This is an optimization exercise on Yosys and OpenROAD, whose aim is a short achievable clock period, few clock cycles and low power, not a production implementation.
Where RTL was checked, it was by simulation tests only, not by an equivalence proof against the original.
No functional check of the RTL was part of run 1.
Power and IR drop assume default switching activity.

==> flow/design.v (outline; a module is shown in full before it is edited, if it fits) <==
// module mac_lane_sum: 1967 lines
// module mac_vector_engine: 863 lines
module mac_vector_engine (
  input logic clk,
  input logic reset_n,
  input logic start,
  input logic clear,
  input logic [9:0] vec_len,
  input logic signed [47:0] bias,
  input logic in_valid,
  input logic [35:0] in_a,
  input logic [35:0] in_b,
  input logic out_ready,
  output logic busy,
  output logic in_ready,
  output logic out_valid,
  output logic signed [17:0] out_data,
  output logic signed [47:0] out_acc,
  output logic acc_overflow
);
  // ...
==> flow/run.sh <==
#!/bin/bash
# synth_recipe.tcl (not shown) runs the flow's synth.tcl, then flattens the netlist and writes it again
# the make line also repeats each setting of config.mk as NAME=value (left out here)
make -C /OpenROAD-flow-scripts/flow DESIGN_CONFIG=/design/flow/config.mk WORK_HOME=/design/flow/orfs CLKGATE_MAP_FILE= SYNTH_SCRIPT=/design/flow/synth_recipe.tcl finish
==> flow/config.mk <==
export PLATFORM = sky130hd
export DESIGN_NAME = mac_vector_engine
export DESIGN_NICKNAME = mac_vector_engine
export VERILOG_FILES = /design/flow/design.v
export SDC_FILE = /design/flow/constraint.sdc
export NUM_CORES = 4
export LEC_CHECK = 0
export ABC_CLOCK_PERIOD_IN_PS = 2900
export CAP_MARGIN = 20
export CORE_MARGIN = 2
export CORE_UTILIZATION = 60
export CTS_BUF_LIST = sky130_fd_sc_hd__clkbuf_16
export CTS_CLUSTER_DIAMETER = 70
export CTS_CLUSTER_SIZE = 40
export SETUP_SLACK_MARGIN = 4.2
export SLEW_MARGIN = 20
==> flow/constraint.sdc <==
create_clock -name core_clock -period 7.0 [get_ports {clk}]
set_input_delay 1.4000 -clock core_clock [delete_from_list [all_inputs] [get_ports {clk}]]
set_output_delay 1.4000 -clock core_clock [all_outputs]
set_load 0.01 [all_outputs]
==> flow_summary.yaml, run 1 <==
critical_path:
  path_cells: "ha_1 -> ha_2 -> inv_2 -> fa_2 -> nor2b_2 -> o31a_1 -> o41a_1 -> o41ai_4 -> o21ai_1 -> xor2_1 -> mux2_4"
  crit_slowest_cell: "edfxtp_1"
power_and_ir_drop:
  finalPower_uw: 8051
  p_leak_uw: 0.01394
  pg_comb_uw: 2120
  p_sw_uw: 2619
global_routing:
  antenna_found_initial: 1
  grt_max_degree: 135
  track_usage_pct: 29.49
clock_network:
  postCtsSetupBuffers: 10
  clk_pin_slew_ps: 100
route:
  drc: 0
  met3_length_um: 7271
  dr.first_iter.drc_count: 1744
  highest_layer: "met5"
  vias: 21930
  wl_per_cell_um: 22.02
sta:
  slew_headroom_pct: 30.40
  finalCriticalPeriod_ps: 2984
  slew_viol_final: 0
finish:
  largest_register_ff_count: 133
  final_cell_mix: "a22oi_1, fa_1, dfxtp_1"
  diodes: 0
  largestClassByArea: "multi-input combinational cells"
  layout.nonclk_buf_share_pct: 6.575
  finalInstanceArea_sq_mm: 0.03621
  instances_no_fill: 3730
  nFlopsAndLatches: 515
  top_register: "u_sum.t1_q"
synth:
  yosysSeqAreaShare_pct: 37.27
  synth_edf_count: 155
  synthesis.nets: 3512
  synthCells: 2972
  ys_ff_latch: 515
floorplanning:
  start_util_pct: 60.92
  die-area_sq_mm: 0.05543
worst_hold_path:
  holdPathEnd: "fp_q[1]$_DFF_P_"
  min_path_type: "flip-flop to flip-flop"
  min_from: "fp_q[0]$_DFF_P_"
placement:
  placed_cell_area_sq_mm: 0.03426
outcome:
  status: "finished clean"
==> module mac_vector_engine, before the edit <==
module mac_vector_engine (
  input logic clk,
  input logic reset_n,
  input logic start,
  input logic clear,
  input logic [9:0] vec_len,
  input logic signed [47:0] bias,
  input logic in_valid,
  input logic [35:0] in_a,
  input logic [35:0] in_b,
  input logic out_ready,
  output logic busy,
  output logic in_ready,
  output logic out_valid,
  output logic signed [17:0] out_data,
  output logic signed [47:0] out_acc,
  output logic acc_overflow
);
  localparam int NST = 2;    
  localparam int HOLD = 3;  
  logic busy_q, ir_q, pv_q, inf_q, ov_q, nf_q;
  logic [9:0] plen_q, rem_q;
  logic [$clog2(HOLD+1)-1:0] hc_q;
  logic [47:0] bias_q;
  logic res_done;
  wire cur = !nf_q;   
  wire pl0 = plen_q == 10'd0, pl1 = plen_q == 10'd1, pl2 = plen_q == 10'd2;
  wire r1 = rem_q == 10'd1, r2 = rem_q == 10'd2;
  wire pseudo = !cur && pv_q && pl0 && !inf_q;   
  wire [9:0] rem_m1 = (cur ? rem_q : plen_q) - 10'd1;
  wire blast_t = cur ? r1 : pl1;                 
  wire hc_hi = hc_q > 1;
  wire take = in_valid && ir_q;
  wire pop = ov_q && out_ready;
  wire accept = start && !busy_q;               
  wire vl0 = vec_len == 10'd0, vl1 = vec_len == 10'd1;
  wire infn = inf_q && !pop;
  wire consume = (take && !cur) || pseudo;      
  wire bfirst = consume;
  wire blast = pseudo || (take && blast_t);
  wire nl_t = cur ? (r1 ? (pv_q ? pl1 : (accept && vl1)) : r2) : (!pl1 && pl2);
  wire inf_t = blast_t || infn;
  wire nl_n = cur ? r1 : (pv_q ? pl1 : (accept && vl1));
  wire inf_n = pseudo || infn;
  always_ff @(posedge clk or negedge reset_n) begin
    if (!reset_n) begin
      busy_q <= 1'b0;
      ir_q <= 1'b0;
      pv_q <= 1'b0;
      inf_q <= 1'b0;
      ov_q <= 1'b0;
      rem_q <= '0;
      hc_q <= '0;
      nf_q <= 1'b1;
    end else begin
      busy_q <= !clear && (accept || pv_q || hc_hi);
      ir_q <= !clear && !(take ? (nl_t && inf_t) : (nl_n && inf_n));
      pv_q <= !clear && (accept || (pv_q && !consume));
      inf_q <= !clear && (blast || infn);
      ov_q <= !clear && (res_done || (ov_q && !pop));
      rem_q <= clear ? '0 : take ? rem_m1 : rem_q;
      nf_q <= clear || (take ? blast_t : nf_q);
      hc_q <= clear ? '0 : consume ? HOLD[$clog2(HOLD+1)-1:0] : hc_q - {{($clog2(HOLD+1)-1){1'b0}}, hc_q != '0};
    end
  end
  always_ff @(posedge clk) begin
    if (!busy_q) begin
      plen_q <= vec_len;
      bias_q <= bias;
    end
  end
  logic [35:0] a_q;
  logic [17:0] one_q, two_q, neg_q;
  logic rb_q;
  always_ff @(posedge clk) begin
    a_q <= take ? in_a : '0;
    rb_q <= take;
    for (int l = 0; l < 2; l++)
      for (int i = 0; i < 9; i++) begin
        one_q[l*9+i] <= take && (in_b[l*18+2*i] ^ (i == 0 ? 1'b0 : in_b[l*18+2*i-1]));
        two_q[l*9+i] <= take && (i == 0 ? (in_b[l*18+1] & ~in_b[l*18])
                               : ((in_b[l*18+2*i+1] & ~in_b[l*18+2*i] & ~in_b[l*18+2*i-1]) |
                                  (~in_b[l*18+2*i+1] & in_b[l*18+2*i] & in_b[l*18+2*i-1])));
        neg_q[l*9+i] <= take && in_b[l*18+2*i+1];
      end
  end
  logic [NST:0] fp_q, lp_q;
  always_ff @(posedge clk or negedge reset_n) begin
    if (!reset_n) lp_q <= '0;
    else if (clear) lp_q <= '0;
    else lp_q <= {lp_q[NST-1:0], blast};
  end
  always_ff @(posedge clk) fp_q <= {fp_q[NST-1:0], bfirst};
  logic [NST:0] vbp_q;
  logic [2-1:0] vbk_q;
  always_ff @(posedge clk) begin
    vbp_q <= {vbp_q[NST-1:0], take};
    vbk_q <= {vbk_q, vbp_q[NST]};
  end
  wire fa_q = fp_q[NST], la_q = lp_q[NST];
  logic [2-1:0] fk_q, lk_q;
  always_ff @(posedge clk or negedge reset_n) begin
    if (!reset_n) lk_q <= '0;
    else if (clear) lk_q <= '0;
    else lk_q <= {lk_q, la_q};
  end
  always_ff @(posedge clk) fk_q <= {fk_q, fa_q};
  wire [47:0] s_t, c_t;
  mac_lane_sum u_sum (.clk(clk), .v_i(rb_q), .a_i(a_q), .one_i(one_q), .two_i(two_q), .neg_i(neg_q), .s_o(s_t), .c_o(c_t));
  logic [47:0] res_q;
  logic ovf_q, rovf_q;
  logic [15:0] acc0_q;
  wire [15:0] x0 = acc0_q;
  wire [15:0] s0 = s_t[15:0];
  wire [15:0] c0 = c_t[15:0];
  wire ldn0 = fp_q[NST-1], st0 = la_q;
  wire [15:0] p0 = x0 ^ s0 ^ c0;
  wire [15:0] g0 = (x0 & s0) | (x0 & c0) | (s0 & c0);
  wire [15:0] k0_p0 = p0 ^ {g0[14:0], 1'b0};
  wire [15:0] k0_g0 = p0 & {g0[14:0], 1'b0};
  wire [15:0] k0_G0 = {k0_g0[15:1], k0_g0[0] | (k0_p0[0] & 1'b0)};
  wire [15:0] k0_P0 = k0_p0;
  wire [15:0] k0_G1, k0_P1;
  assign k0_G1[0] = k0_G0[0];
  assign k0_P1[0] = k0_P0[0];
  assign k0_G1[1] = k0_G0[1] | (k0_P0[1] & k0_G0[0]);
  assign k0_P1[1] = k0_P0[1] & k0_P0[0];
  assign k0_G1[2] = k0_G0[2] | (k0_P0[2] & k0_G0[1]);
  assign k0_P1[2] = k0_P0[2] & k0_P0[1];
  assign k0_G1[3] = k0_G0[3] | (k0_P0[3] & k0_G0[2]);
  assign k0_P1[3] = k0_P0[3] & k0_P0[2];
  assign k0_G1[4] = k0_G0[4] | (k0_P0[4] & k0_G0[3]);
  assign k0_P1[4] = k0_P0[4] & k0_P0[3];
  assign k0_G1[5] = k0_G0[5] | (k0_P0[5] & k0_G0[4]);
  assign k0_P1[5] = k0_P0[5] & k0_P0[4];
  assign k0_G1[6] = k0_G0[6] | (k0_P0[6] & k0_G0[5]);
  assign k0_P1[6] = k0_P0[6] & k0_P0[5];
  assign k0_G1[7] = k0_G0[7] | (k0_P0[7] & k0_G0[6]);
  assign k0_P1[7] = k0_P0[7] & k0_P0[6];
  assign k0_G1[8] = k0_G0[8] | (k0_P0[8] & k0_G0[7]);
  assign k0_P1[8] = k0_P0[8] & k0_P0[7];
  assign k0_G1[9] = k0_G0[9] | (k0_P0[9] & k0_G0[8]);
  assign k0_P1[9] = k0_P0[9] & k0_P0[8];
  assign k0_G1[10] = k0_G0[10] | (k0_P0[10] & k0_G0[9]);
  assign k0_P1[10] = k0_P0[10] & k0_P0[9];
  assign k0_G1[11] = k0_G0[11] | (k0_P0[11] & k0_G0[10]);
  assign k0_P1[11] = k0_P0[11] & k0_P0[10];
  assign k0_G1[12] = k0_G0[12] | (k0_P0[12] & k0_G0[11]);
  assign k0_P1[12] = k0_P0[12] & k0_P0[11];
  assign k0_G1[13] = k0_G0[13] | (k0_P0[13] & k0_G0[12]);
  assign k0_P1[13] = k0_P0[13] & k0_P0[12];
  assign k0_G1[14] = k0_G0[14] | (k0_P0[14] & k0_G0[13]);
  assign k0_P1[14] = k0_P0[14] & k0_P0[13];
  assign k0_G1[15] = k0_G0[15] | (k0_P0[15] & k0_G0[14]);
  assign k0_P1[15] = k0_P0[15] & k0_P0[14];
  wire [15:0] k0_G2, k0_P2;
  assign k0_G2[0] = k0_G1[0];
  assign k0_P2[0] = k0_P1[0];
  assign k0_G2[1] = k0_G1[1];
  assign k0_P2[1] = k0_P1[1];
  assign k0_G2[2] = k0_G1[2] | (k0_P1[2] & k0_G1[0]);
  assign k0_P2[2] = k0_P1[2] & k0_P1[0];
  assign k0_G2[3] = k0_G1[3] | (k0_P1[3] & k0_G1[1]);
  assign k0_P2[3] = k0_P1[3] & k0_P1[1];
  assign k0_G2[4] = k0_G1[4] | (k0_P1[4] & k0_G1[2]);
  assign k0_P2[4] = k0_P1[4] & k0_P1[2];
  assign k0_G2[5] = k0_G1[5] | (k0_P1[5] & k0_G1[3]);
  assign k0_P2[5] = k0_P1[5] & k0_P1[3];
  assign k0_G2[6] = k0_G1[6] | (k0_P1[6] & k0_G1[4]);
  assign k0_P2[6] = k0_P1[6] & k0_P1[4];
  assign k0_G2[7] = k0_G1[7] | (k0_P1[7] & k0_G1[5]);
  assign k0_P2[7] = k0_P1[7] & k0_P1[5];
  assign k0_G2[8] = k0_G1[8] | (k0_P1[8] & k0_G1[6]);
  assign k0_P2[8] = k0_P1[8] & k0_P1[6];
  assign k0_G2[9] = k0_G1[9] | (k0_P1[9] & k0_G1[7]);
  assign k0_P2[9] = k0_P1[9] & k0_P1[7];
  assign k0_G2[10] = k0_G1[10] | (k0_P1[10] & k0_G1[8]);
  assign k0_P2[10] = k0_P1[10] & k0_P1[8];
  assign k0_G2[11] = k0_G1[11] | (k0_P1[11] & k0_G1[9]);
  assign k0_P2[11] = k0_P1[11] & k0_P1[9];
  assign k0_G2[12] = k0_G1[12] | (k0_P1[12] & k0_G1[10]);
  assign k0_P2[12] = k0_P1[12] & k0_P1[10];
  assign k0_G2[13] = k0_G1[13] | (k0_P1[13] & k0_G1[11]);
  assign k0_P2[13] = k0_P1[13] & k0_P1[11];
  assign k0_G2[14] = k0_G1[14] | (k0_P1[14] & k0_G1[12]);
  assign k0_P2[14] = k0_P1[14] & k0_P1[12];
  assign k0_G2[15] = k0_G1[15] | (k0_P1[15] & k0_G1[13]);
  assign k0_P2[15] = k0_P1[15] & k0_P1[13];
  wire [15:0] k0_G3, k0_P3;
  assign k0_G3[0] = k0_G2[0];
  assign k0_P3[0] = k0_P2[0];
  assign k0_G3[1] = k0_G2[1];
  assign k0_P3[1] = k0_P2[1];
  assign k0_G3[2] = k0_G2[2];
  assign k0_P3[2] = k0_P2[2];
  assign k0_G3[3] = k0_G2[3];
  assign k0_P3[3] = k0_P2[3];
  assign k0_G3[4] = k0_G2[4] | (k0_P2[4] & k0_G2[0]);
  assign k0_P3[4] = k0_P2[4] & k0_P2[0];
  assign k0_G3[5] = k0_G2[5] | (k0_P2[5] & k0_G2[1]);
  assign k0_P3[5] = k0_P2[5] & k0_P2[1];
  assign k0_G3[6] = k0_G2[6] | (k0_P2[6] & k0_G2[2]);
  assign k0_P3[6] = k0_P2[6] & k0_P2[2];
  assign k0_G3[7] = k0_G2[7] | (k0_P2[7] & k0_G2[3]);
  assign k0_P3[7] = k0_P2[7] & k0_P2[3];
  assign k0_G3[8] = k0_G2[8] | (k0_P2[8] & k0_G2[4]);
  assign k0_P3[8] = k0_P2[8] & k0_P2[4];
  assign k0_G3[9] = k0_G2[9] | (k0_P2[9] & k0_G2[5]);
  assign k0_P3[9] = k0_P2[9] & k0_P2[5];
  assign k0_G3[10] = k0_G2[10] | (k0_P2[10] & k0_G2[6]);
  assign k0_P3[10] = k0_P2[10] & k0_P2[6];
  assign k0_G3[11] = k0_G2[11] | (k0_P2[11] & k0_G2[7]);
  assign k0_P3[11] = k0_P2[11] & k0_P2[7];
  assign k0_G3[12] = k0_G2[12] | (k0_P2[12] & k0_G2[8]);
  assign k0_P3[12] = k0_P2[12] & k0_P2[8];
  assign k0_G3[13] = k0_G2[13] | (k0_P2[13] & k0_G2[9]);
  assign k0_P3[13] = k0_P2[13] & k0_P2[9];
  assign k0_G3[14] = k0_G2[14] | (k0_P2[14] & k0_G2[10]);
  assign k0_P3[14] = k0_P2[14] & k0_P2[10];
  assign k0_G3[15] = k0_G2[15] | (k0_P2[15] & k0_G2[11]);
  assign k0_P3[15] = k0_P2[15] & k0_P2[11];
  wire [15:0] k0_G4, k0_P4;
  assign k0_G4[0] = k0_G3[0];
  assign k0_P4[0] = k0_P3[0];
  assign k0_G4[1] = k0_G3[1];
  assign k0_P4[1] = k0_P3[1];
  assign k0_G4[2] = k0_G3[2];
  assign k0_P4[2] = k0_P3[2];
  assign k0_G4[3] = k0_G3[3];
  assign k0_P4[3] = k0_P3[3];
  assign k0_G4[4] = k0_G3[4];
  assign k0_P4[4] = k0_P3[4];
  assign k0_G4[5] = k0_G3[5];
  assign k0_P4[5] = k0_P3[5];
  assign k0_G4[6] = k0_G3[6];
  assign k0_P4[6] = k0_P3[6];
  assign k0_G4[7] = k0_G3[7];
  assign k0_P4[7] = k0_P3[7];
  assign k0_G4[8] = k0_G3[8] | (k0_P3[8] & k0_G3[0]);
  assign k0_P4[8] = k0_P3[8] & k0_P3[0];
  assign k0_G4[9] = k0_G3[9] | (k0_P3[9] & k0_G3[1]);
  assign k0_P4[9] = k0_P3[9] & k0_P3[1];
  assign k0_G4[10] = k0_G3[10] | (k0_P3[10] & k0_G3[2]);
  assign k0_P4[10] = k0_P3[10] & k0_P3[2];
  assign k0_G4[11] = k0_G3[11] | (k0_P3[11] & k0_G3[3]);
  assign k0_P4[11] = k0_P3[11] & k0_P3[3];
  assign k0_G4[12] = k0_G3[12] | (k0_P3[12] & k0_G3[4]);
  assign k0_P4[12] = k0_P3[12] & k0_P3[4];
  assign k0_G4[13] = k0_G3[13] | (k0_P3[13] & k0_G3[5]);
  assign k0_P4[13] = k0_P3[13] & k0_P3[5];
  assign k0_G4[14] = k0_G3[14] | (k0_P3[14] & k0_G3[6]);
  assign k0_P4[14] = k0_P3[14] & k0_P3[6];
  assign k0_G4[15] = k0_G3[15] | (k0_P3[15] & k0_G3[7]);
  assign k0_P4[15] = k0_P3[15] & k0_P3[7];
  wire [16:0] k0_y = {k0_G4[15], k0_p0 ^ {k0_G4[14:0], 1'b0}};
  wire cg1 = g0[15];   
  wire [16:0] y0 = k0_y;
  logic ca1_q;
  always_ff @(posedge clk) ca1_q <= y0[16];
  always_ff @(posedge clk) begin
    if (ldn0 || vbp_q[NST]) acc0_q <= ldn0 ? bias_q[15:0] : y0[15:0];
    if (st0) res_q[15:0] <= y0[15:0];
  end
  logic [15:0] acc1_q;
  wire [15:0] x1 = acc1_q;
  wire [15:0] ps1 = s_t[31:16];
  wire [15:0] pc1 = c_t[31:16];
  wire [15:0] q1_p0 = ps1 ^ pc1;
  wire [15:0] q1_g0 = ps1 & pc1;
  wire [15:0] q1_G0 = {q1_g0[15:1], q1_g0[0] | (q1_p0[0] & cg1)};
  wire [15:0] q1_P0 = q1_p0;
  wire [15:0] q1_G1, q1_P1;
  assign q1_G1[0] = q1_G0[0];
  assign q1_P1[0] = q1_P0[0];
  assign q1_G1[1] = q1_G0[1] | (q1_P0[1] & q1_G0[0]);
  assign q1_P1[1] = q1_P0[1] & q1_P0[0];
  assign q1_G1[2] = q1_G0[2] | (q1_P0[2] & q1_G0[1]);
  assign q1_P1[2] = q1_P0[2] & q1_P0[1];
  assign q1_G1[3] = q1_G0[3] | (q1_P0[3] & q1_G0[2]);
  assign q1_P1[3] = q1_P0[3] & q1_P0[2];
  assign q1_G1[4] = q1_G0[4] | (q1_P0[4] & q1_G0[3]);
  assign q1_P1[4] = q1_P0[4] & q1_P0[3];
  assign q1_G1[5] = q1_G0[5] | (q1_P0[5] & q1_G0[4]);
  assign q1_P1[5] = q1_P0[5] & q1_P0[4];
  assign q1_G1[6] = q1_G0[6] | (q1_P0[6] & q1_G0[5]);
  assign q1_P1[6] = q1_P0[6] & q1_P0[5];
  assign q1_G1[7] = q1_G0[7] | (q1_P0[7] & q1_G0[6]);
  assign q1_P1[7] = q1_P0[7] & q1_P0[6];
  assign q1_G1[8] = q1_G0[8] | (q1_P0[8] & q1_G0[7]);
  assign q1_P1[8] = q1_P0[8] & q1_P0[7];
  assign q1_G1[9] = q1_G0[9] | (q1_P0[9] & q1_G0[8]);
  assign q1_P1[9] = q1_P0[9] & q1_P0[8];
  assign q1_G1[10] = q1_G0[10] | (q1_P0[10] & q1_G0[9]);
  assign q1_P1[10] = q1_P0[10] & q1_P0[9];
  assign q1_G1[11] = q1_G0[11] | (q1_P0[11] & q1_G0[10]);
  assign q1_P1[11] = q1_P0[11] & q1_P0[10];
  assign q1_G1[12] = q1_G0[12] | (q1_P0[12] & q1_G0[11]);
  assign q1_P1[12] = q1_P0[12] & q1_P0[11];
  assign q1_G1[13] = q1_G0[13] | (q1_P0[13] & q1_G0[12]);
  assign q1_P1[13] = q1_P0[13] & q1_P0[12];
  assign q1_G1[14] = q1_G0[14] | (q1_P0[14] & q1_G0[13]);
  assign q1_P1[14] = q1_P0[14] & q1_P0[13];
  assign q1_G1[15] = q1_G0[15] | (q1_P0[15] & q1_G0[14]);
  assign q1_P1[15] = q1_P0[15] & q1_P0[14];
  wire [15:0] q1_G2, q1_P2;
  assign q1_G2[0] = q1_G1[0];
  assign q1_P2[0] = q1_P1[0];
  assign q1_G2[1] = q1_G1[1];
  assign q1_P2[1] = q1_P1[1];
  assign q1_G2[2] = q1_G1[2] | (q1_P1[2] & q1_G1[0]);
  assign q1_P2[2] = q1_P1[2] & q1_P1[0];
  assign q1_G2[3] = q1_G1[3] | (q1_P1[3] & q1_G1[1]);
  assign q1_P2[3] = q1_P1[3] & q1_P1[1];
  assign q1_G2[4] = q1_G1[4] | (q1_P1[4] & q1_G1[2]);
  assign q1_P2[4] = q1_P1[4] & q1_P1[2];
  assign q1_G2[5] = q1_G1[5] | (q1_P1[5] & q1_G1[3]);
  assign q1_P2[5] = q1_P1[5] & q1_P1[3];
  assign q1_G2[6] = q1_G1[6] | (q1_P1[6] & q1_G1[4]);
  assign q1_P2[6] = q1_P1[6] & q1_P1[4];
  assign q1_G2[7] = q1_G1[7] | (q1_P1[7] & q1_G1[5]);
  assign q1_P2[7] = q1_P1[7] & q1_P1[5];
  assign q1_G2[8] = q1_G1[8] | (q1_P1[8] & q1_G1[6]);
  assign q1_P2[8] = q1_P1[8] & q1_P1[6];
  assign q1_G2[9] = q1_G1[9] | (q1_P1[9] & q1_G1[7]);
  assign q1_P2[9] = q1_P1[9] & q1_P1[7];
  assign q1_G2[10] = q1_G1[10] | (q1_P1[10] & q1_G1[8]);
  assign q1_P2[10] = q1_P1[10] & q1_P1[8];
  assign q1_G2[11] = q1_G1[11] | (q1_P1[11] & q1_G1[9]);
  assign q1_P2[11] = q1_P1[11] & q1_P1[9];
  assign q1_G2[12] = q1_G1[12] | (q1_P1[12] & q1_G1[10]);
  assign q1_P2[12] = q1_P1[12] & q1_P1[10];
  assign q1_G2[13] = q1_G1[13] | (q1_P1[13] & q1_G1[11]);
  assign q1_P2[13] = q1_P1[13] & q1_P1[11];
  assign q1_G2[14] = q1_G1[14] | (q1_P1[14] & q1_G1[12]);
  assign q1_P2[14] = q1_P1[14] & q1_P1[12];
  assign q1_G2[15] = q1_G1[15] | (q1_P1[15] & q1_G1[13]);
  assign q1_P2[15] = q1_P1[15] & q1_P1[13];
  wire [15:0] q1_G3, q1_P3;
  assign q1_G3[0] = q1_G2[0];
  assign q1_P3[0] = q1_P2[0];
  assign q1_G3[1] = q1_G2[1];
  assign q1_P3[1] = q1_P2[1];
  assign q1_G3[2] = q1_G2[2];
  assign q1_P3[2] = q1_P2[2];
  assign q1_G3[3] = q1_G2[3];
  assign q1_P3[3] = q1_P2[3];
  assign q1_G3[4] = q1_G2[4] | (q1_P2[4] & q1_G2[0]);
  assign q1_P3[4] = q1_P2[4] & q1_P2[0];
  assign q1_G3[5] = q1_G2[5] | (q1_P2[5] & q1_G2[1]);
  assign q1_P3[5] = q1_P2[5] & q1_P2[1];
  assign q1_G3[6] = q1_G2[6] | (q1_P2[6] & q1_G2[2]);
  assign q1_P3[6] = q1_P2[6] & q1_P2[2];
  assign q1_G3[7] = q1_G2[7] | (q1_P2[7] & q1_G2[3]);
  assign q1_P3[7] = q1_P2[7] & q1_P2[3];
  assign q1_G3[8] = q1_G2[8] | (q1_P2[8] & q1_G2[4]);
  assign q1_P3[8] = q1_P2[8] & q1_P2[4];
  assign q1_G3[9] = q1_G2[9] | (q1_P2[9] & q1_G2[5]);
  assign q1_P3[9] = q1_P2[9] & q1_P2[5];
  assign q1_G3[10] = q1_G2[10] | (q1_P2[10] & q1_G2[6]);
  assign q1_P3[10] = q1_P2[10] & q1_P2[6];
  assign q1_G3[11] = q1_G2[11] | (q1_P2[11] & q1_G2[7]);
  assign q1_P3[11] = q1_P2[11] & q1_P2[7];
  assign q1_G3[12] = q1_G2[12] | (q1_P2[12] & q1_G2[8]);
  assign q1_P3[12] = q1_P2[12] & q1_P2[8];
  assign q1_G3[13] = q1_G2[13] | (q1_P2[13] & q1_G2[9]);
  assign q1_P3[13] = q1_P2[13] & q1_P2[9];
  assign q1_G3[14] = q1_G2[14] | (q1_P2[14] & q1_G2[10]);
  assign q1_P3[14] = q1_P2[14] & q1_P2[10];
  assign q1_G3[15] = q1_G2[15] | (q1_P2[15] & q1_G2[11]);
  assign q1_P3[15] = q1_P2[15] & q1_P2[11];
  wire [15:0] q1_G4, q1_P4;
  assign q1_G4[0] = q1_G3[0];
  assign q1_P4[0] = q1_P3[0];
  assign q1_G4[1] = q1_G3[1];
  assign q1_P4[1] = q1_P3[1];
  assign q1_G4[2] = q1_G3[2];
  assign q1_P4[2] = q1_P3[2];
  assign q1_G4[3] = q1_G3[3];
  assign q1_P4[3] = q1_P3[3];
  assign q1_G4[4] = q1_G3[4];
  assign q1_P4[4] = q1_P3[4];
  assign q1_G4[5] = q1_G3[5];
  assign q1_P4[5] = q1_P3[5];
  assign q1_G4[6] = q1_G3[6];
  assign q1_P4[6] = q1_P3[6];
  assign q1_G4[7] = q1_G3[7];
  assign q1_P4[7] = q1_P3[7];
  assign q1_G4[8] = q1_G3[8] | (q1_P3[8] & q1_G3[0]);
  assign q1_P4[8] = q1_P3[8] & q1_P3[0];
  assign q1_G4[9] = q1_G3[9] | (q1_P3[9] & q1_G3[1]);
  assign q1_P4[9] = q1_P3[9] & q1_P3[1];
  assign q1_G4[10] = q1_G3[10] | (q1_P3[10] & q1_G3[2]);
  assign q1_P4[10] = q1_P3[10] & q1_P3[2];
  assign q1_G4[11] = q1_G3[11] | (q1_P3[11] & q1_G3[3]);
  assign q1_P4[11] = q1_P3[11] & q1_P3[3];
  assign q1_G4[12] = q1_G3[12] | (q1_P3[12] & q1_G3[4]);
  assign q1_P4[12] = q1_P3[12] & q1_P3[4];
  assign q1_G4[13] = q1_G3[13] | (q1_P3[13] & q1_G3[5]);
  assign q1_P4[13] = q1_P3[13] & q1_P3[5];
  assign q1_G4[14] = q1_G3[14] | (q1_P3[14] & q1_G3[6]);
  assign q1_P4[14] = q1_P3[14] & q1_P3[6];
  assign q1_G4[15] = q1_G3[15] | (q1_P3[15] & q1_G3[7]);
  assign q1_P4[15] = q1_P3[15] & q1_P3[7];
  wire [16:0] q1_y = {q1_G4[15], q1_p0 ^ {q1_G4[14:0], cg1}};
  logic [15:0] pa1_q;
  logic pco2_q;
  always_ff @(posedge clk) begin
    pa1_q <= q1_y[15:0];
    pco2_q <= q1_y[16];
  end
  wire ldn1 = fa_q, st1 = lk_q[0];
  wire [15:0] k1_p0 = x1 ^ pa1_q;
  wire [15:0] k1_g0 = x1 & pa1_q;
  wire [15:0] k1_G0 = {k1_g0[15:1], k1_g0[0] | (k1_p0[0] & ca1_q)};
  wire [15:0] k1_P0 = k1_p0;
  wire [15:0] k1_G1, k1_P1;
  assign k1_G1[0] = k1_G0[0];
  assign k1_P1[0] = k1_P0[0];
  assign k1_G1[1] = k1_G0[1] | (k1_P0[1] & k1_G0[0]);
  assign k1_P1[1] = k1_P0[1] & k1_P0[0];
  assign k1_G1[2] = k1_G0[2] | (k1_P0[2] & k1_G0[1]);
  assign k1_P1[2] = k1_P0[2] & k1_P0[1];
  assign k1_G1[3] = k1_G0[3] | (k1_P0[3] & k1_G0[2]);
  assign k1_P1[3] = k1_P0[3] & k1_P0[2];
  assign k1_G1[4] = k1_G0[4] | (k1_P0[4] & k1_G0[3]);
  assign k1_P1[4] = k1_P0[4] & k1_P0[3];
  assign k1_G1[5] = k1_G0[5] | (k1_P0[5] & k1_G0[4]);
  assign k1_P1[5] = k1_P0[5] & k1_P0[4];
  assign k1_G1[6] = k1_G0[6] | (k1_P0[6] & k1_G0[5]);
  assign k1_P1[6] = k1_P0[6] & k1_P0[5];
  assign k1_G1[7] = k1_G0[7] | (k1_P0[7] & k1_G0[6]);
  assign k1_P1[7] = k1_P0[7] & k1_P0[6];
  assign k1_G1[8] = k1_G0[8] | (k1_P0[8] & k1_G0[7]);
  assign k1_P1[8] = k1_P0[8] & k1_P0[7];
  assign k1_G1[9] = k1_G0[9] | (k1_P0[9] & k1_G0[8]);
  assign k1_P1[9] = k1_P0[9] & k1_P0[8];
  assign k1_G1[10] = k1_G0[10] | (k1_P0[10] & k1_G0[9]);
  assign k1_P1[10] = k1_P0[10] & k1_P0[9];
  assign k1_G1[11] = k1_G0[11] | (k1_P0[11] & k1_G0[10]);
  assign k1_P1[11] = k1_P0[11] & k1_P0[10];
  assign k1_G1[12] = k1_G0[12] | (k1_P0[12] & k1_G0[11]);
  assign k1_P1[12] = k1_P0[12] & k1_P0[11];
  assign k1_G1[13] = k1_G0[13] | (k1_P0[13] & k1_G0[12]);
  assign k1_P1[13] = k1_P0[13] & k1_P0[12];
  assign k1_G1[14] = k1_G0[14] | (k1_P0[14] & k1_G0[13]);
  assign k1_P1[14] = k1_P0[14] & k1_P0[13];
  assign k1_G1[15] = k1_G0[15] | (k1_P0[15] & k1_G0[14]);
  assign k1_P1[15] = k1_P0[15] & k1_P0[14];
  wire [15:0] k1_G2, k1_P2;
  assign k1_G2[0] = k1_G1[0];
  assign k1_P2[0] = k1_P1[0];
  assign k1_G2[1] = k1_G1[1];
  assign k1_P2[1] = k1_P1[1];
  assign k1_G2[2] = k1_G1[2] | (k1_P1[2] & k1_G1[0]);
  assign k1_P2[2] = k1_P1[2] & k1_P1[0];
  assign k1_G2[3] = k1_G1[3] | (k1_P1[3] & k1_G1[1]);
  assign k1_P2[3] = k1_P1[3] & k1_P1[1];
  assign k1_G2[4] = k1_G1[4] | (k1_P1[4] & k1_G1[2]);
  assign k1_P2[4] = k1_P1[4] & k1_P1[2];
  assign k1_G2[5] = k1_G1[5] | (k1_P1[5] & k1_G1[3]);
  assign k1_P2[5] = k1_P1[5] & k1_P1[3];
  assign k1_G2[6] = k1_G1[6] | (k1_P1[6] & k1_G1[4]);
  assign k1_P2[6] = k1_P1[6] & k1_P1[4];
  assign k1_G2[7] = k1_G1[7] | (k1_P1[7] & k1_G1[5]);
  assign k1_P2[7] = k1_P1[7] & k1_P1[5];
  assign k1_G2[8] = k1_G1[8] | (k1_P1[8] & k1_G1[6]);
  assign k1_P2[8] = k1_P1[8] & k1_P1[6];
  assign k1_G2[9] = k1_G1[9] | (k1_P1[9] & k1_G1[7]);
  assign k1_P2[9] = k1_P1[9] & k1_P1[7];
  assign k1_G2[10] = k1_G1[10] | (k1_P1[10] & k1_G1[8]);
  assign k1_P2[10] = k1_P1[10] & k1_P1[8];
  assign k1_G2[11] = k1_G1[11] | (k1_P1[11] & k1_G1[9]);
  assign k1_P2[11] = k1_P1[11] & k1_P1[9];
  assign k1_G2[12] = k1_G1[12] | (k1_P1[12] & k1_G1[10]);
  assign k1_P2[12] = k1_P1[12] & k1_P1[10];
  assign k1_G2[13] = k1_G1[13] | (k1_P1[13] & k1_G1[11]);
  assign k1_P2[13] = k1_P1[13] & k1_P1[11];
  assign k1_G2[14] = k1_G1[14] | (k1_P1[14] & k1_G1[12]);
  assign k1_P2[14] = k1_P1[14] & k1_P1[12];
  assign k1_G2[15] = k1_G1[15] | (k1_P1[15] & k1_G1[13]);
  assign k1_P2[15] = k1_P1[15] & k1_P1[13];
  wire [15:0] k1_G3, k1_P3;
  assign k1_G3[0] = k1_G2[0];
  assign k1_P3[0] = k1_P2[0];
  assign k1_G3[1] = k1_G2[1];
  assign k1_P3[1] = k1_P2[1];
  assign k1_G3[2] = k1_G2[2];
  assign k1_P3[2] = k1_P2[2];
  assign k1_G3[3] = k1_G2[3];
  assign k1_P3[3] = k1_P2[3];
  assign k1_G3[4] = k1_G2[4] | (k1_P2[4] & k1_G2[0]);
  assign k1_P3[4] = k1_P2[4] & k1_P2[0];
  assign k1_G3[5] = k1_G2[5] | (k1_P2[5] & k1_G2[1]);
  assign k1_P3[5] = k1_P2[5] & k1_P2[1];
  assign k1_G3[6] = k1_G2[6] | (k1_P2[6] & k1_G2[2]);
  assign k1_P3[6] = k1_P2[6] & k1_P2[2];
  assign k1_G3[7] = k1_G2[7] | (k1_P2[7] & k1_G2[3]);
  assign k1_P3[7] = k1_P2[7] & k1_P2[3];
  assign k1_G3[8] = k1_G2[8] | (k1_P2[8] & k1_G2[4]);
  assign k1_P3[8] = k1_P2[8] & k1_P2[4];
  assign k1_G3[9] = k1_G2[9] | (k1_P2[9] & k1_G2[5]);
  assign k1_P3[9] = k1_P2[9] & k1_P2[5];
  assign k1_G3[10] = k1_G2[10] | (k1_P2[10] & k1_G2[6]);
  assign k1_P3[10] = k1_P2[10] & k1_P2[6];
  assign k1_G3[11] = k1_G2[11] | (k1_P2[11] & k1_G2[7]);
  assign k1_P3[11] = k1_P2[11] & k1_P2[7];
  assign k1_G3[12] = k1_G2[12] | (k1_P2[12] & k1_G2[8]);
  assign k1_P3[12] = k1_P2[12] & k1_P2[8];
  assign k1_G3[13] = k1_G2[13] | (k1_P2[13] & k1_G2[9]);
  assign k1_P3[13] = k1_P2[13] & k1_P2[9];
  assign k1_G3[14] = k1_G2[14] | (k1_P2[14] & k1_G2[10]);
  assign k1_P3[14] = k1_P2[14] & k1_P2[10];
  assign k1_G3[15] = k1_G2[15] | (k1_P2[15] & k1_G2[11]);
  assign k1_P3[15] = k1_P2[15] & k1_P2[11];
  wire [15:0] k1_G4, k1_P4;
  assign k1_G4[0] = k1_G3[0];
  assign k1_P4[0] = k1_P3[0];
  assign k1_G4[1] = k1_G3[1];
  assign k1_P4[1] = k1_P3[1];
  assign k1_G4[2] = k1_G3[2];
  assign k1_P4[2] = k1_P3[2];
  assign k1_G4[3] = k1_G3[3];
  assign k1_P4[3] = k1_P3[3];
  assign k1_G4[4] = k1_G3[4];
  assign k1_P4[4] = k1_P3[4];
  assign k1_G4[5] = k1_G3[5];
  assign k1_P4[5] = k1_P3[5];
  assign k1_G4[6] = k1_G3[6];
  assign k1_P4[6] = k1_P3[6];
  assign k1_G4[7] = k1_G3[7];
  assign k1_P4[7] = k1_P3[7];
  assign k1_G4[8] = k1_G3[8] | (k1_P3[8] & k1_G3[0]);
  assign k1_P4[8] = k1_P3[8] & k1_P3[0];
  assign k1_G4[9] = k1_G3[9] | (k1_P3[9] & k1_G3[1]);
  assign k1_P4[9] = k1_P3[9] & k1_P3[1];
  assign k1_G4[10] = k1_G3[10] | (k1_P3[10] & k1_G3[2]);
  assign k1_P4[10] = k1_P3[10] & k1_P3[2];
  assign k1_G4[11] = k1_G3[11] | (k1_P3[11] & k1_G3[3]);
  assign k1_P4[11] = k1_P3[11] & k1_P3[3];
  assign k1_G4[12] = k1_G3[12] | (k1_P3[12] & k1_G3[4]);
  assign k1_P4[12] = k1_P3[12] & k1_P3[4];
  assign k1_G4[13] = k1_G3[13] | (k1_P3[13] & k1_G3[5]);
  assign k1_P4[13] = k1_P3[13] & k1_P3[5];
  assign k1_G4[14] = k1_G3[14] | (k1_P3[14] & k1_G3[6]);
  assign k1_P4[14] = k1_P3[14] & k1_P3[6];
  assign k1_G4[15] = k1_G3[15] | (k1_P3[15] & k1_G3[7]);
  assign k1_P4[15] = k1_P3[15] & k1_P3[7];
  wire [16:0] k1_y = {k1_G4[15], k1_p0 ^ {k1_G4[14:0], ca1_q}};
  wire [16:0] y1 = k1_y;
  logic ca2_q;
  always_ff @(posedge clk) ca2_q <= y1[16];
  always_ff @(posedge clk) begin
    if (ldn1 || vbk_q[0]) acc1_q <= ldn1 ? bias_q[31:16] : y1[15:0];
    if (st1) res_q[31:16] <= y1[15:0];
  end
  logic [15:0] acc2_q;
  wire [15:0] x2 = acc2_q;
  logic [15:0] sd2_q [1];
  logic [15:0] cd2_q [1];
  always_ff @(posedge clk) begin
    sd2_q[0] <= s_t[47:32];
    cd2_q[0] <= c_t[47:32];
  end
  wire [15:0] ps2 = sd2_q[0];
  wire [15:0] pc2 = cd2_q[0];
  wire [15:0] q2_p0 = ps2 ^ pc2;
  wire [15:0] q2_g0 = ps2 & pc2;
  wire [15:0] q2_G0 = {q2_g0[15:1], q2_g0[0] | (q2_p0[0] & pco2_q)};
  wire [15:0] q2_P0 = q2_p0;
  wire [15:0] q2_G1, q2_P1;
  assign q2_G1[0] = q2_G0[0];
  assign q2_P1[0] = q2_P0[0];
  assign q2_G1[1] = q2_G0[1] | (q2_P0[1] & q2_G0[0]);
  assign q2_P1[1] = q2_P0[1] & q2_P0[0];
  assign q2_G1[2] = q2_G0[2] | (q2_P0[2] & q2_G0[1]);
  assign q2_P1[2] = q2_P0[2] & q2_P0[1];
  assign q2_G1[3] = q2_G0[3] | (q2_P0[3] & q2_G0[2]);
  assign q2_P1[3] = q2_P0[3] & q2_P0[2];
  assign q2_G1[4] = q2_G0[4] | (q2_P0[4] & q2_G0[3]);
  assign q2_P1[4] = q2_P0[4] & q2_P0[3];
  assign q2_G1[5] = q2_G0[5] | (q2_P0[5] & q2_G0[4]);
  assign q2_P1[5] = q2_P0[5] & q2_P0[4];
  assign q2_G1[6] = q2_G0[6] | (q2_P0[6] & q2_G0[5]);
  assign q2_P1[6] = q2_P0[6] & q2_P0[5];
  assign q2_G1[7] = q2_G0[7] | (q2_P0[7] & q2_G0[6]);
  assign q2_P1[7] = q2_P0[7] & q2_P0[6];
  assign q2_G1[8] = q2_G0[8] | (q2_P0[8] & q2_G0[7]);
  assign q2_P1[8] = q2_P0[8] & q2_P0[7];
  assign q2_G1[9] = q2_G0[9] | (q2_P0[9] & q2_G0[8]);
  assign q2_P1[9] = q2_P0[9] & q2_P0[8];
  assign q2_G1[10] = q2_G0[10] | (q2_P0[10] & q2_G0[9]);
  assign q2_P1[10] = q2_P0[10] & q2_P0[9];
  assign q2_G1[11] = q2_G0[11] | (q2_P0[11] & q2_G0[10]);
  assign q2_P1[11] = q2_P0[11] & q2_P0[10];
  assign q2_G1[12] = q2_G0[12] | (q2_P0[12] & q2_G0[11]);
  assign q2_P1[12] = q2_P0[12] & q2_P0[11];
  assign q2_G1[13] = q2_G0[13] | (q2_P0[13] & q2_G0[12]);
  assign q2_P1[13] = q2_P0[13] & q2_P0[12];
  assign q2_G1[14] = q2_G0[14] | (q2_P0[14] & q2_G0[13]);
  assign q2_P1[14] = q2_P0[14] & q2_P0[13];
  assign q2_G1[15] = q2_G0[15] | (q2_P0[15] & q2_G0[14]);
  assign q2_P1[15] = q2_P0[15] & q2_P0[14];
  wire [15:0] q2_G2, q2_P2;
  assign q2_G2[0] = q2_G1[0];
  assign q2_P2[0] = q2_P1[0];
  assign q2_G2[1] = q2_G1[1];
  assign q2_P2[1] = q2_P1[1];
  assign q2_G2[2] = q2_G1[2] | (q2_P1[2] & q2_G1[0]);
  assign q2_P2[2] = q2_P1[2] & q2_P1[0];
  assign q2_G2[3] = q2_G1[3] | (q2_P1[3] & q2_G1[1]);
  assign q2_P2[3] = q2_P1[3] & q2_P1[1];
  assign q2_G2[4] = q2_G1[4] | (q2_P1[4] & q2_G1[2]);
  assign q2_P2[4] = q2_P1[4] & q2_P1[2];
  assign q2_G2[5] = q2_G1[5] | (q2_P1[5] & q2_G1[3]);
  assign q2_P2[5] = q2_P1[5] & q2_P1[3];
  assign q2_G2[6] = q2_G1[6] | (q2_P1[6] & q2_G1[4]);
  assign q2_P2[6] = q2_P1[6] & q2_P1[4];
  assign q2_G2[7] = q2_G1[7] | (q2_P1[7] & q2_G1[5]);
  assign q2_P2[7] = q2_P1[7] & q2_P1[5];
  assign q2_G2[8] = q2_G1[8] | (q2_P1[8] & q2_G1[6]);
  assign q2_P2[8] = q2_P1[8] & q2_P1[6];
  assign q2_G2[9] = q2_G1[9] | (q2_P1[9] & q2_G1[7]);
  assign q2_P2[9] = q2_P1[9] & q2_P1[7];
  assign q2_G2[10] = q2_G1[10] | (q2_P1[10] & q2_G1[8]);
  assign q2_P2[10] = q2_P1[10] & q2_P1[8];
  assign q2_G2[11] = q2_G1[11] | (q2_P1[11] & q2_G1[9]);
  assign q2_P2[11] = q2_P1[11] & q2_P1[9];
  assign q2_G2[12] = q2_G1[12] | (q2_P1[12] & q2_G1[10]);
  assign q2_P2[12] = q2_P1[12] & q2_P1[10];
  assign q2_G2[13] = q2_G1[13] | (q2_P1[13] & q2_G1[11]);
  assign q2_P2[13] = q2_P1[13] & q2_P1[11];
  assign q2_G2[14] = q2_G1[14] | (q2_P1[14] & q2_G1[12]);
  assign q2_P2[14] = q2_P1[14] & q2_P1[12];
  assign q2_G2[15] = q2_G1[15] | (q2_P1[15] & q2_G1[13]);
  assign q2_P2[15] = q2_P1[15] & q2_P1[13];
  wire [15:0] q2_G3, q2_P3;
  assign q2_G3[0] = q2_G2[0];
  assign q2_P3[0] = q2_P2[0];
  assign q2_G3[1] = q2_G2[1];
  assign q2_P3[1] = q2_P2[1];
  assign q2_G3[2] = q2_G2[2];
  assign q2_P3[2] = q2_P2[2];
  assign q2_G3[3] = q2_G2[3];
  assign q2_P3[3] = q2_P2[3];
  assign q2_G3[4] = q2_G2[4] | (q2_P2[4] & q2_G2[0]);
  assign q2_P3[4] = q2_P2[4] & q2_P2[0];
  assign q2_G3[5] = q2_G2[5] | (q2_P2[5] & q2_G2[1]);
  assign q2_P3[5] = q2_P2[5] & q2_P2[1];
  assign q2_G3[6] = q2_G2[6] | (q2_P2[6] & q2_G2[2]);
  assign q2_P3[6] = q2_P2[6] & q2_P2[2];
  assign q2_G3[7] = q2_G2[7] | (q2_P2[7] & q2_G2[3]);
  assign q2_P3[7] = q2_P2[7] & q2_P2[3];
  assign q2_G3[8] = q2_G2[8] | (q2_P2[8] & q2_G2[4]);
  assign q2_P3[8] = q2_P2[8] & q2_P2[4];
  assign q2_G3[9] = q2_G2[9] | (q2_P2[9] & q2_G2[5]);
  assign q2_P3[9] = q2_P2[9] & q2_P2[5];
  assign q2_G3[10] = q2_G2[10] | (q2_P2[10] & q2_G2[6]);
  assign q2_P3[10] = q2_P2[10] & q2_P2[6];
  assign q2_G3[11] = q2_G2[11] | (q2_P2[11] & q2_G2[7]);
  assign q2_P3[11] = q2_P2[11] & q2_P2[7];
  assign q2_G3[12] = q2_G2[12] | (q2_P2[12] & q2_G2[8]);
  assign q2_P3[12] = q2_P2[12] & q2_P2[8];
  assign q2_G3[13] = q2_G2[13] | (q2_P2[13] & q2_G2[9]);
  assign q2_P3[13] = q2_P2[13] & q2_P2[9];
  assign q2_G3[14] = q2_G2[14] | (q2_P2[14] & q2_G2[10]);
  assign q2_P3[14] = q2_P2[14] & q2_P2[10];
  assign q2_G3[15] = q2_G2[15] | (q2_P2[15] & q2_G2[11]);
  assign q2_P3[15] = q2_P2[15] & q2_P2[11];
  wire [15:0] q2_G4, q2_P4;
  assign q2_G4[0] = q2_G3[0];
  assign q2_P4[0] = q2_P3[0];
  assign q2_G4[1] = q2_G3[1];
  assign q2_P4[1] = q2_P3[1];
  assign q2_G4[2] = q2_G3[2];
  assign q2_P4[2] = q2_P3[2];
  assign q2_G4[3] = q2_G3[3];
  assign q2_P4[3] = q2_P3[3];
  assign q2_G4[4] = q2_G3[4];
  assign q2_P4[4] = q2_P3[4];
  assign q2_G4[5] = q2_G3[5];
  assign q2_P4[5] = q2_P3[5];
  assign q2_G4[6] = q2_G3[6];
  assign q2_P4[6] = q2_P3[6];
  assign q2_G4[7] = q2_G3[7];
  assign q2_P4[7] = q2_P3[7];
  assign q2_G4[8] = q2_G3[8] | (q2_P3[8] & q2_G3[0]);
  assign q2_P4[8] = q2_P3[8] & q2_P3[0];
  assign q2_G4[9] = q2_G3[9] | (q2_P3[9] & q2_G3[1]);
  assign q2_P4[9] = q2_P3[9] & q2_P3[1];
  assign q2_G4[10] = q2_G3[10] | (q2_P3[10] & q2_G3[2]);
  assign q2_P4[10] = q2_P3[10] & q2_P3[2];
  assign q2_G4[11] = q2_G3[11] | (q2_P3[11] & q2_G3[3]);
  assign q2_P4[11] = q2_P3[11] & q2_P3[3];
  assign q2_G4[12] = q2_G3[12] | (q2_P3[12] & q2_G3[4]);
  assign q2_P4[12] = q2_P3[12] & q2_P3[4];
  assign q2_G4[13] = q2_G3[13] | (q2_P3[13] & q2_G3[5]);
  assign q2_P4[13] = q2_P3[13] & q2_P3[5];
  assign q2_G4[14] = q2_G3[14] | (q2_P3[14] & q2_G3[6]);
  assign q2_P4[14] = q2_P3[14] & q2_P3[6];
  assign q2_G4[15] = q2_G3[15] | (q2_P3[15] & q2_G3[7]);
  assign q2_P4[15] = q2_P3[15] & q2_P3[7];
  wire [16:0] q2_y = {q2_G4[15], q2_p0 ^ {q2_G4[14:0], pco2_q}};
  logic [15:0] pa2_q;
  always_ff @(posedge clk) begin
    pa2_q <= q2_y[15:0];
  end
  wire ldn2 = fk_q[0], st2 = lk_q[1];
  wire [15:0] k2_p0 = x2 ^ pa2_q;
  wire [15:0] k2_g0 = x2 & pa2_q;
  wire [15:0] k2_G0 = {k2_g0[15:1], k2_g0[0] | (k2_p0[0] & ca2_q)};
  wire [15:0] k2_P0 = k2_p0;
  wire [15:0] k2_G1, k2_P1;
  assign k2_G1[0] = k2_G0[0];
  assign k2_P1[0] = k2_P0[0];
  assign k2_G1[1] = k2_G0[1] | (k2_P0[1] & k2_G0[0]);
  assign k2_P1[1] = k2_P0[1] & k2_P0[0];
  assign k2_G1[2] = k2_G0[2] | (k2_P0[2] & k2_G0[1]);
  assign k2_P1[2] = k2_P0[2] & k2_P0[1];
  assign k2_G1[3] = k2_G0[3] | (k2_P0[3] & k2_G0[2]);
  assign k2_P1[3] = k2_P0[3] & k2_P0[2];
  assign k2_G1[4] = k2_G0[4] | (k2_P0[4] & k2_G0[3]);
  assign k2_P1[4] = k2_P0[4] & k2_P0[3];
  assign k2_G1[5] = k2_G0[5] | (k2_P0[5] & k2_G0[4]);
  assign k2_P1[5] = k2_P0[5] & k2_P0[4];
  assign k2_G1[6] = k2_G0[6] | (k2_P0[6] & k2_G0[5]);
  assign k2_P1[6] = k2_P0[6] & k2_P0[5];
  assign k2_G1[7] = k2_G0[7] | (k2_P0[7] & k2_G0[6]);
  assign k2_P1[7] = k2_P0[7] & k2_P0[6];
  assign k2_G1[8] = k2_G0[8] | (k2_P0[8] & k2_G0[7]);
  assign k2_P1[8] = k2_P0[8] & k2_P0[7];
  assign k2_G1[9] = k2_G0[9] | (k2_P0[9] & k2_G0[8]);
  assign k2_P1[9] = k2_P0[9] & k2_P0[8];
  assign k2_G1[10] = k2_G0[10] | (k2_P0[10] & k2_G0[9]);
  assign k2_P1[10] = k2_P0[10] & k2_P0[9];
  assign k2_G1[11] = k2_G0[11] | (k2_P0[11] & k2_G0[10]);
  assign k2_P1[11] = k2_P0[11] & k2_P0[10];
  assign k2_G1[12] = k2_G0[12] | (k2_P0[12] & k2_G0[11]);
  assign k2_P1[12] = k2_P0[12] & k2_P0[11];
  assign k2_G1[13] = k2_G0[13] | (k2_P0[13] & k2_G0[12]);
  assign k2_P1[13] = k2_P0[13] & k2_P0[12];
  assign k2_G1[14] = k2_G0[14] | (k2_P0[14] & k2_G0[13]);
  assign k2_P1[14] = k2_P0[14] & k2_P0[13];
  assign k2_G1[15] = k2_G0[15] | (k2_P0[15] & k2_G0[14]);
  assign k2_P1[15] = k2_P0[15] & k2_P0[14];
  wire [15:0] k2_G2, k2_P2;
  assign k2_G2[0] = k2_G1[0];
  assign k2_P2[0] = k2_P1[0];
  assign k2_G2[1] = k2_G1[1];
  assign k2_P2[1] = k2_P1[1];
  assign k2_G2[2] = k2_G1[2] | (k2_P1[2] & k2_G1[0]);
  assign k2_P2[2] = k2_P1[2] & k2_P1[0];
  assign k2_G2[3] = k2_G1[3] | (k2_P1[3] & k2_G1[1]);
  assign k2_P2[3] = k2_P1[3] & k2_P1[1];
  assign k2_G2[4] = k2_G1[4] | (k2_P1[4] & k2_G1[2]);
  assign k2_P2[4] = k2_P1[4] & k2_P1[2];
  assign k2_G2[5] = k2_G1[5] | (k2_P1[5] & k2_G1[3]);
  assign k2_P2[5] = k2_P1[5] & k2_P1[3];
  assign k2_G2[6] = k2_G1[6] | (k2_P1[6] & k2_G1[4]);
  assign k2_P2[6] = k2_P1[6] & k2_P1[4];
  assign k2_G2[7] = k2_G1[7] | (k2_P1[7] & k2_G1[5]);
  assign k2_P2[7] = k2_P1[7] & k2_P1[5];
  assign k2_G2[8] = k2_G1[8] | (k2_P1[8] & k2_G1[6]);
  assign k2_P2[8] = k2_P1[8] & k2_P1[6];
  assign k2_G2[9] = k2_G1[9] | (k2_P1[9] & k2_G1[7]);
  assign k2_P2[9] = k2_P1[9] & k2_P1[7];
  assign k2_G2[10] = k2_G1[10] | (k2_P1[10] & k2_G1[8]);
  assign k2_P2[10] = k2_P1[10] & k2_P1[8];
  assign k2_G2[11] = k2_G1[11] | (k2_P1[11] & k2_G1[9]);
  assign k2_P2[11] = k2_P1[11] & k2_P1[9];
  assign k2_G2[12] = k2_G1[12] | (k2_P1[12] & k2_G1[10]);
  assign k2_P2[12] = k2_P1[12] & k2_P1[10];
  assign k2_G2[13] = k2_G1[13] | (k2_P1[13] & k2_G1[11]);
  assign k2_P2[13] = k2_P1[13] & k2_P1[11];
  assign k2_G2[14] = k2_G1[14] | (k2_P1[14] & k2_G1[12]);
  assign k2_P2[14] = k2_P1[14] & k2_P1[12];
  assign k2_G2[15] = k2_G1[15] | (k2_P1[15] & k2_G1[13]);
  assign k2_P2[15] = k2_P1[15] & k2_P1[13];
  wire [15:0] k2_G3, k2_P3;
  assign k2_G3[0] = k2_G2[0];
  assign k2_P3[0] = k2_P2[0];
  assign k2_G3[1] = k2_G2[1];
  assign k2_P3[1] = k2_P2[1];
  assign k2_G3[2] = k2_G2[2];
  assign k2_P3[2] = k2_P2[2];
  assign k2_G3[3] = k2_G2[3];
  assign k2_P3[3] = k2_P2[3];
  assign k2_G3[4] = k2_G2[4] | (k2_P2[4] & k2_G2[0]);
  assign k2_P3[4] = k2_P2[4] & k2_P2[0];
  assign k2_G3[5] = k2_G2[5] | (k2_P2[5] & k2_G2[1]);
  assign k2_P3[5] = k2_P2[5] & k2_P2[1];
  assign k2_G3[6] = k2_G2[6] | (k2_P2[6] & k2_G2[2]);
  assign k2_P3[6] = k2_P2[6] & k2_P2[2];
  assign k2_G3[7] = k2_G2[7] | (k2_P2[7] & k2_G2[3]);
  assign k2_P3[7] = k2_P2[7] & k2_P2[3];
  assign k2_G3[8] = k2_G2[8] | (k2_P2[8] & k2_G2[4]);
  assign k2_P3[8] = k2_P2[8] & k2_P2[4];
  assign k2_G3[9] = k2_G2[9] | (k2_P2[9] & k2_G2[5]);
  assign k2_P3[9] = k2_P2[9] & k2_P2[5];
  assign k2_G3[10] = k2_G2[10] | (k2_P2[10] & k2_G2[6]);
  assign k2_P3[10] = k2_P2[10] & k2_P2[6];
  assign k2_G3[11] = k2_G2[11] | (k2_P2[11] & k2_G2[7]);
  assign k2_P3[11] = k2_P2[11] & k2_P2[7];
  assign k2_G3[12] = k2_G2[12] | (k2_P2[12] & k2_G2[8]);
  assign k2_P3[12] = k2_P2[12] & k2_P2[8];
  assign k2_G3[13] = k2_G2[13] | (k2_P2[13] & k2_G2[9]);
  assign k2_P3[13] = k2_P2[13] & k2_P2[9];
  assign k2_G3[14] = k2_G2[14] | (k2_P2[14] & k2_G2[10]);
  assign k2_P3[14] = k2_P2[14] & k2_P2[10];
  assign k2_G3[15] = k2_G2[15] | (k2_P2[15] & k2_G2[11]);
  assign k2_P3[15] = k2_P2[15] & k2_P2[11];
  wire [15:0] k2_G4, k2_P4;
  assign k2_G4[0] = k2_G3[0];
  assign k2_P4[0] = k2_P3[0];
  assign k2_G4[1] = k2_G3[1];
  assign k2_P4[1] = k2_P3[1];
  assign k2_G4[2] = k2_G3[2];
  assign k2_P4[2] = k2_P3[2];
  assign k2_G4[3] = k2_G3[3];
  assign k2_P4[3] = k2_P3[3];
  assign k2_G4[4] = k2_G3[4];
  assign k2_P4[4] = k2_P3[4];
  assign k2_G4[5] = k2_G3[5];
  assign k2_P4[5] = k2_P3[5];
  assign k2_G4[6] = k2_G3[6];
  assign k2_P4[6] = k2_P3[6];
  assign k2_G4[7] = k2_G3[7];
  assign k2_P4[7] = k2_P3[7];
  assign k2_G4[8] = k2_G3[8] | (k2_P3[8] & k2_G3[0]);
  assign k2_P4[8] = k2_P3[8] & k2_P3[0];
  assign k2_G4[9] = k2_G3[9] | (k2_P3[9] & k2_G3[1]);
  assign k2_P4[9] = k2_P3[9] & k2_P3[1];
  assign k2_G4[10] = k2_G3[10] | (k2_P3[10] & k2_G3[2]);
  assign k2_P4[10] = k2_P3[10] & k2_P3[2];
  assign k2_G4[11] = k2_G3[11] | (k2_P3[11] & k2_G3[3]);
  assign k2_P4[11] = k2_P3[11] & k2_P3[3];
  assign k2_G4[12] = k2_G3[12] | (k2_P3[12] & k2_G3[4]);
  assign k2_P4[12] = k2_P3[12] & k2_P3[4];
  assign k2_G4[13] = k2_G3[13] | (k2_P3[13] & k2_G3[5]);
  assign k2_P4[13] = k2_P3[13] & k2_P3[5];
  assign k2_G4[14] = k2_G3[14] | (k2_P3[14] & k2_G3[6]);
  assign k2_P4[14] = k2_P3[14] & k2_P3[6];
  assign k2_G4[15] = k2_G3[15] | (k2_P3[15] & k2_G3[7]);
  assign k2_P4[15] = k2_P3[15] & k2_P3[7];
  wire [16:0] k2_y = {k2_G4[15], k2_p0 ^ {k2_G4[14:0], ca2_q}};
  wire [16:0] y2 = k2_y;
  always_ff @(posedge clk) begin
    if (ldn2 || vbk_q[1]) acc2_q <= ldn2 ? bias_q[47:32] : y2[15:0];
    if (st2) res_q[47:32] <= y2[15:0];
  end
  wire ovf_step = (x2[15] ^ y2[15]) & (x2[15] ^ x2[14]);
  wire ovf_new = ovf_q | ovf_step;
  always_ff @(posedge clk) begin
    ovf_q <= !ldn2 && ovf_new;
    if (st2) rovf_q <= ovf_new;
  end
  assign res_done = st2;
  assign busy = busy_q;
  assign in_ready = ir_q;
  assign out_valid = ov_q;
  assign out_acc = res_q;
  assign out_data = res_q[25:8];
  assign acc_overflow = rovf_q;
endmodule
==> inputs of run 2 (changes only) <==
--- a/flow/design.v
+++ b/flow/design.v
@@ -2066,12 +2066,6 @@
     else lp_q <= {lp_q[NST-1:0], blast};
   end
   always_ff @(posedge clk) fp_q <= {fp_q[NST-1:0], bfirst};
-  logic [NST:0] vbp_q;
-  logic [2-1:0] vbk_q;
-  always_ff @(posedge clk) begin
-    vbp_q <= {vbp_q[NST-1:0], take};
-    vbk_q <= {vbk_q, vbp_q[NST]};
-  end
   wire fa_q = fp_q[NST], la_q = lp_q[NST];
   logic [2-1:0] fk_q, lk_q;
   always_ff @(posedge clk or negedge reset_n) begin
@@ -2233,7 +2227,7 @@
   logic ca1_q;
   always_ff @(posedge clk) ca1_q <= y0[16];
   always_ff @(posedge clk) begin
-    if (ldn0 || vbp_q[NST]) acc0_q <= ldn0 ? bias_q[15:0] : y0[15:0];
+    acc0_q <= ldn0 ? bias_q[15:0] : y0[15:0];
     if (st0) res_q[15:0] <= y0[15:0];
   end
   logic [15:0] acc1_q;
@@ -2525,7 +2519,7 @@
   logic ca2_q;
   always_ff @(posedge clk) ca2_q <= y1[16];
   always_ff @(posedge clk) begin
-    if (ldn1 || vbk_q[0]) acc1_q <= ldn1 ? bias_q[31:16] : y1[15:0];
+    acc1_q <= ldn1 ? bias_q[31:16] : y1[15:0];
     if (st1) res_q[31:16] <= y1[15:0];
   end
   logic [15:0] acc2_q;
@@ -2819,7 +2813,7 @@
   wire [16:0] k2_y = {k2_G4[15], k2_p0 ^ {k2_G4[14:0], ca2_q}};
   wire [16:0] y2 = k2_y;
   always_ff @(posedge clk) begin
-    if (ldn2 || vbk_q[1]) acc2_q <= ldn2 ? bias_q[47:32] : y2[15:0];
+    acc2_q <= ldn2 ? bias_q[47:32] : y2[15:0];
     if (st2) res_q[47:32] <= y2[15:0];
   end
   wire ovf_step = (x2[15] ^ y2[15]) & (x2[15] ^ x2[14]);
==> flow_summary.yaml, run 2 <==
outcome:
  status: "finished clean"
placement:
  place_congestion: 0.9196
  dp_slack_ps: 3126
  dp.cells: 3659
  portBuffers: 205
  dp_hpwl_um: 57850
critical_path:
  reg2reg_depth: 16
  endpoint: "acc0_q[9]$_DFF_P_"
  arrival_ps: 3400
  reg2reg_to: "acc0_q[9]$_DFF_P_"
  r2r_slack_ps: 4140
  r2r_start: "acc0_q[0]$_DFF_P_"
  path_delay_family: "adder cells"
  cp_num_cells: 16
  cp-end-kind: "flip-flop"
  critPathMaxFanout: 3
  path_cells: "inv_2 -> fa_2 -> inv_2 -> ha_4 -> inv_2 -> fa_2 -> nor2b_2 -> o21ai_2 -> o211ai_1 -> buf_4 -> buf_6 -> buf_6 -> buf_6 -> o22ai_4 -> xnor2_2 -> mux2_4"
  cp-startpoint: "acc0_q[0]$_DFF_P_"
  critPathKind: "flip-flop to flip-flop"
  crit_path_start_kind: "flip-flop"
  cp_num_buf_inv: 7
  max_stage_delay_ps: 380
  crit_slowest_cell: "fa_2"
  crit_required_ps: 7540
synth:
  yosysSeqAreaShare_pct: 36.11
  yosys_most_used_dff: "dfxtp_1"
  synth.distinct_cells: 69
  synthCells: 2994
  ys_ff_latch: 514
  synth-xor-area-share_pct: 11.27
  synth_top_area_share_pct: 24.19
  synth_adder_area_share_pct: 23.08
  synth.largest_area_cell: "dfxtp_1"
  synth_area_per_cell_sq_um: 10.62
  synthSimpleGateAreaFrac_pct: 9.231
  synthTopCellsByArea: "dfxtp_1, fa_1, edfxtp_1"
  synth_top_family_by_area: "adder cells"
  ys_async_sr_fraction_pct: 4.475
  ys_top_cells_by_count: "dfxtp_1, a22oi_1, fa_1"
  synth_edf_count: 107
  synth_warnings: 4
  post-synth-top-count-cell: "dfxtp_1"
  synthesis.nets: 3534
  synth_area_sq_mm: 0.03179
  synth-compound-area-share_pct: 11.92
  synthMuxAreaShare_pct: 2.035
clock_network:
  numCtsBuffers: 30
  holdBufCountCts: 0
  cts_tree: "yes"
  root_buffer: "clkbuf_16"
  clk_path_buf_depth: 3
  clk_pin_slew_ps: 120
  cts.htree.levels: 1
  cts_sinks: 514
  clkLatencyLatePin_ps: 640
floorplanning:
  die_h_um: 234.2
  die-area_sq_mm: 0.05483
  placeableCoreArea_sq_mm: 0.05245
  io_pins: 206
  die_x_um: 234.2
  num_rows: 84
  start_util_pct: 60.61
finish:
  largest_register_ff_count: 133
  fin_nets: 3594
  final_util_pct: 68.60
  top_register: "u_sum.t1_q"
  layout-area-overhead-vs-synth_pct: 13.18
  largest_registers: "u_sum.t1_q x133, u_sum.t2_q x65"
  ff_latch_area_sq_mm: 0.01177
  multiInputGateArea_sq_mm: 0.01845
  diodes: 0
  final_cell_mix: "dfxtp_1, a22oi_1, fa_1"
  nFillCells: 3984
  layout-drive-gt1-share_pct: 9.812
  instances_no_fill: 3766
  final_common_cell: "dfxtp_1"
sta:
  fin_setup_tns_ps: 0
  rsz0062_at_grt: "yes"
  finalCriticalPeriod_ps: 2859
  slew_headroom_pct: 30.73
  setup_viol: 0
  fmax_ghz: 0.3498
  finalCritPeriodShare_pct: 40.84
  setup_slack_ps: 4141
  slew_viol_final: 0
  fin_skew_ps: 39.72
  tightest_slew_ps: 1036
  finalHoldViolations: 0
job:
  cap_viol_max_count: 0
route:
  wl_um: 79320
  routed_via_density: 5.824
  vias: 21940
  dr.first_iter.drc_count: 2123
  ant_nets: 0
  wl_per_cell_um: 21.06
  drc: 0
  first_pass_iters: 8
power_and_ir_drop:
  p_leak_uw: 0.01401
  finalPower_uw: 8455
  peakVddDrop_mv: 0.2428
  powerDensity_mw_per_mm2: 235.0
global_routing:
  overflow: 0
  grt_pass1_wl_um: 123200
  grt_max_degree: 133
  track_usage_pct: 28.73
  antenna_found_initial: 0
  grt_pass1_vias: 22040
worst_hold_path:
  min_path_type: "flip-flop to flip-flop"
run 2: repair_timing:
item | 4_1_cts | 5_1_grt
setup buffers | 11 | 39
cloned | 0 | 1
resized for setup | 228 | 79
setup endpoints to repair | 185 | 72
pin swaps | 9 | 19
run 2: report_power, final:
part	switching [uW]	internal [uW]	total [uW]	leakage, uW
Sequential	279	3440	3720	0.00454
Clock	1270	941	2210	0.000591
Combinational	1370	1160	2530	0.00888
Total	2920	5530	8460	0.0140
run 2: per-stage QoR:
step	hold slack (ps)	area, sq um
2_1_floorplan	309.6	31890
3_3_place_gp	309.8	33850
3_5_place_dp	312.1	33850
4_1_cts	338.5	35400
5_1_grt	353.7	35980
6_report	337.5	35980
run 2: final cells by class:
cell class,count,area share [%]
well taps,688,2.393
inverters,267,2.796
clock buffers,30,2.087
clock inverters,26,1.419
repair buffers,278,7.321
multi-input cells,1963,51.27
flip-flops and latches,514,32.71
run 2: how the worst min path moves through the flow:
| stage | end | start | cells past startpoint | slack [ps] |
|---|---|---|---|---|
| global route | sd2_q[0][4]$_DFF_P_ | u_sum.vl_q$_DFF_P_ | 0 | 350 |
| floorplan | cd2_q[0][1]$_DFF_P_ | u_sum.t2_q[61]$_DFF_P_ | 0 | 310 |
| detailed placement | fp_q[1]$_DFF_P_ | fp_q[0]$_DFF_P_ | 0 | 310 |
| global placement | sd2_q[0][4]$_DFF_P_ | u_sum.vl_q$_DFF_P_ | 0 | 310 |
| CTS | fp_q[1]$_DFF_P_ | fp_q[0]$_DFF_P_ | 0 | 340 |
| finish | fp_q[1]$_DFF_P_ | fp_q[0]$_DFF_P_ | 0 | 340 |
run 2: logic make-up after synthesis:
family / count (synthesis)
multiplexers: 59
XOR/XNOR: 409
adder cells (fa/ha/maj): 404
AND/OR/NAND/NOR: 550
flip-flops: 514
AO/OA/AOI/OAI: 541
buffers and inverters: 517
run 2: worst register-to-register path, cell delays in order (launching register included):
cell and delay (ps):
dfxtp_2 340, inv_2 30, fa_2 380, inv_2 90, ha_4 140, inv_2 30, fa_2 340, nor2b_2 120
o21ai_2 70, o211ai_1 280, buf_4 180, buf_6 90, buf_6 80, buf_6 80, o22ai_4 60, xnor2_2 150
mux2_4 280
run 2: routing by layer:
metal / track usage, % / vias up / part of all wire, %
li1: - / 9995 / -
met1: 40.41 / 10770 / 43
met2: 46.11 / 1023 / 46
met3: 5.447 / 143 / 8.6
met4: 6.843 / 0 / 2.7
met5: 0 / - / 0
Testbench counts of run 2, summed over its fixed seeds: cycles 12,350.

what the ideal ports hide:
The results above use ideal ports. As a check the final layouts listed here were re-extracted and re-timed, cells and wires unchanged. Step 1, drivers: a clkbuf_16 drives clk and a buf_2 each remaining input, both assumed. Step 2 adds t to the input delays and takes it off the output delays; t is the mean of the earliest and latest rising clock arrival at the registers after step 1. Input paths then give back, and output paths get back, about the clock's delay inside the block. Three values: ideal ports, drivers, drivers and shift; two values: the first two.
run	t, ns	slack for setup (ns)	hold slack, ns	latest minus earliest clock arrival (ns)
run 1	0.641	4.016 / 4.016 / 3.736	0.336 / 0.336 / 0.336	0.030 / 0.030
run 2	0.683	4.141 / 4.141 / 3.713	0.338 / 0.338 / 0.338	0.041 / 0.041
After both steps every run listed still meets setup and hold. The setup slack of run 2, which loses most, moves by 0.000 ns with the drivers and by -0.428 ns with both steps.
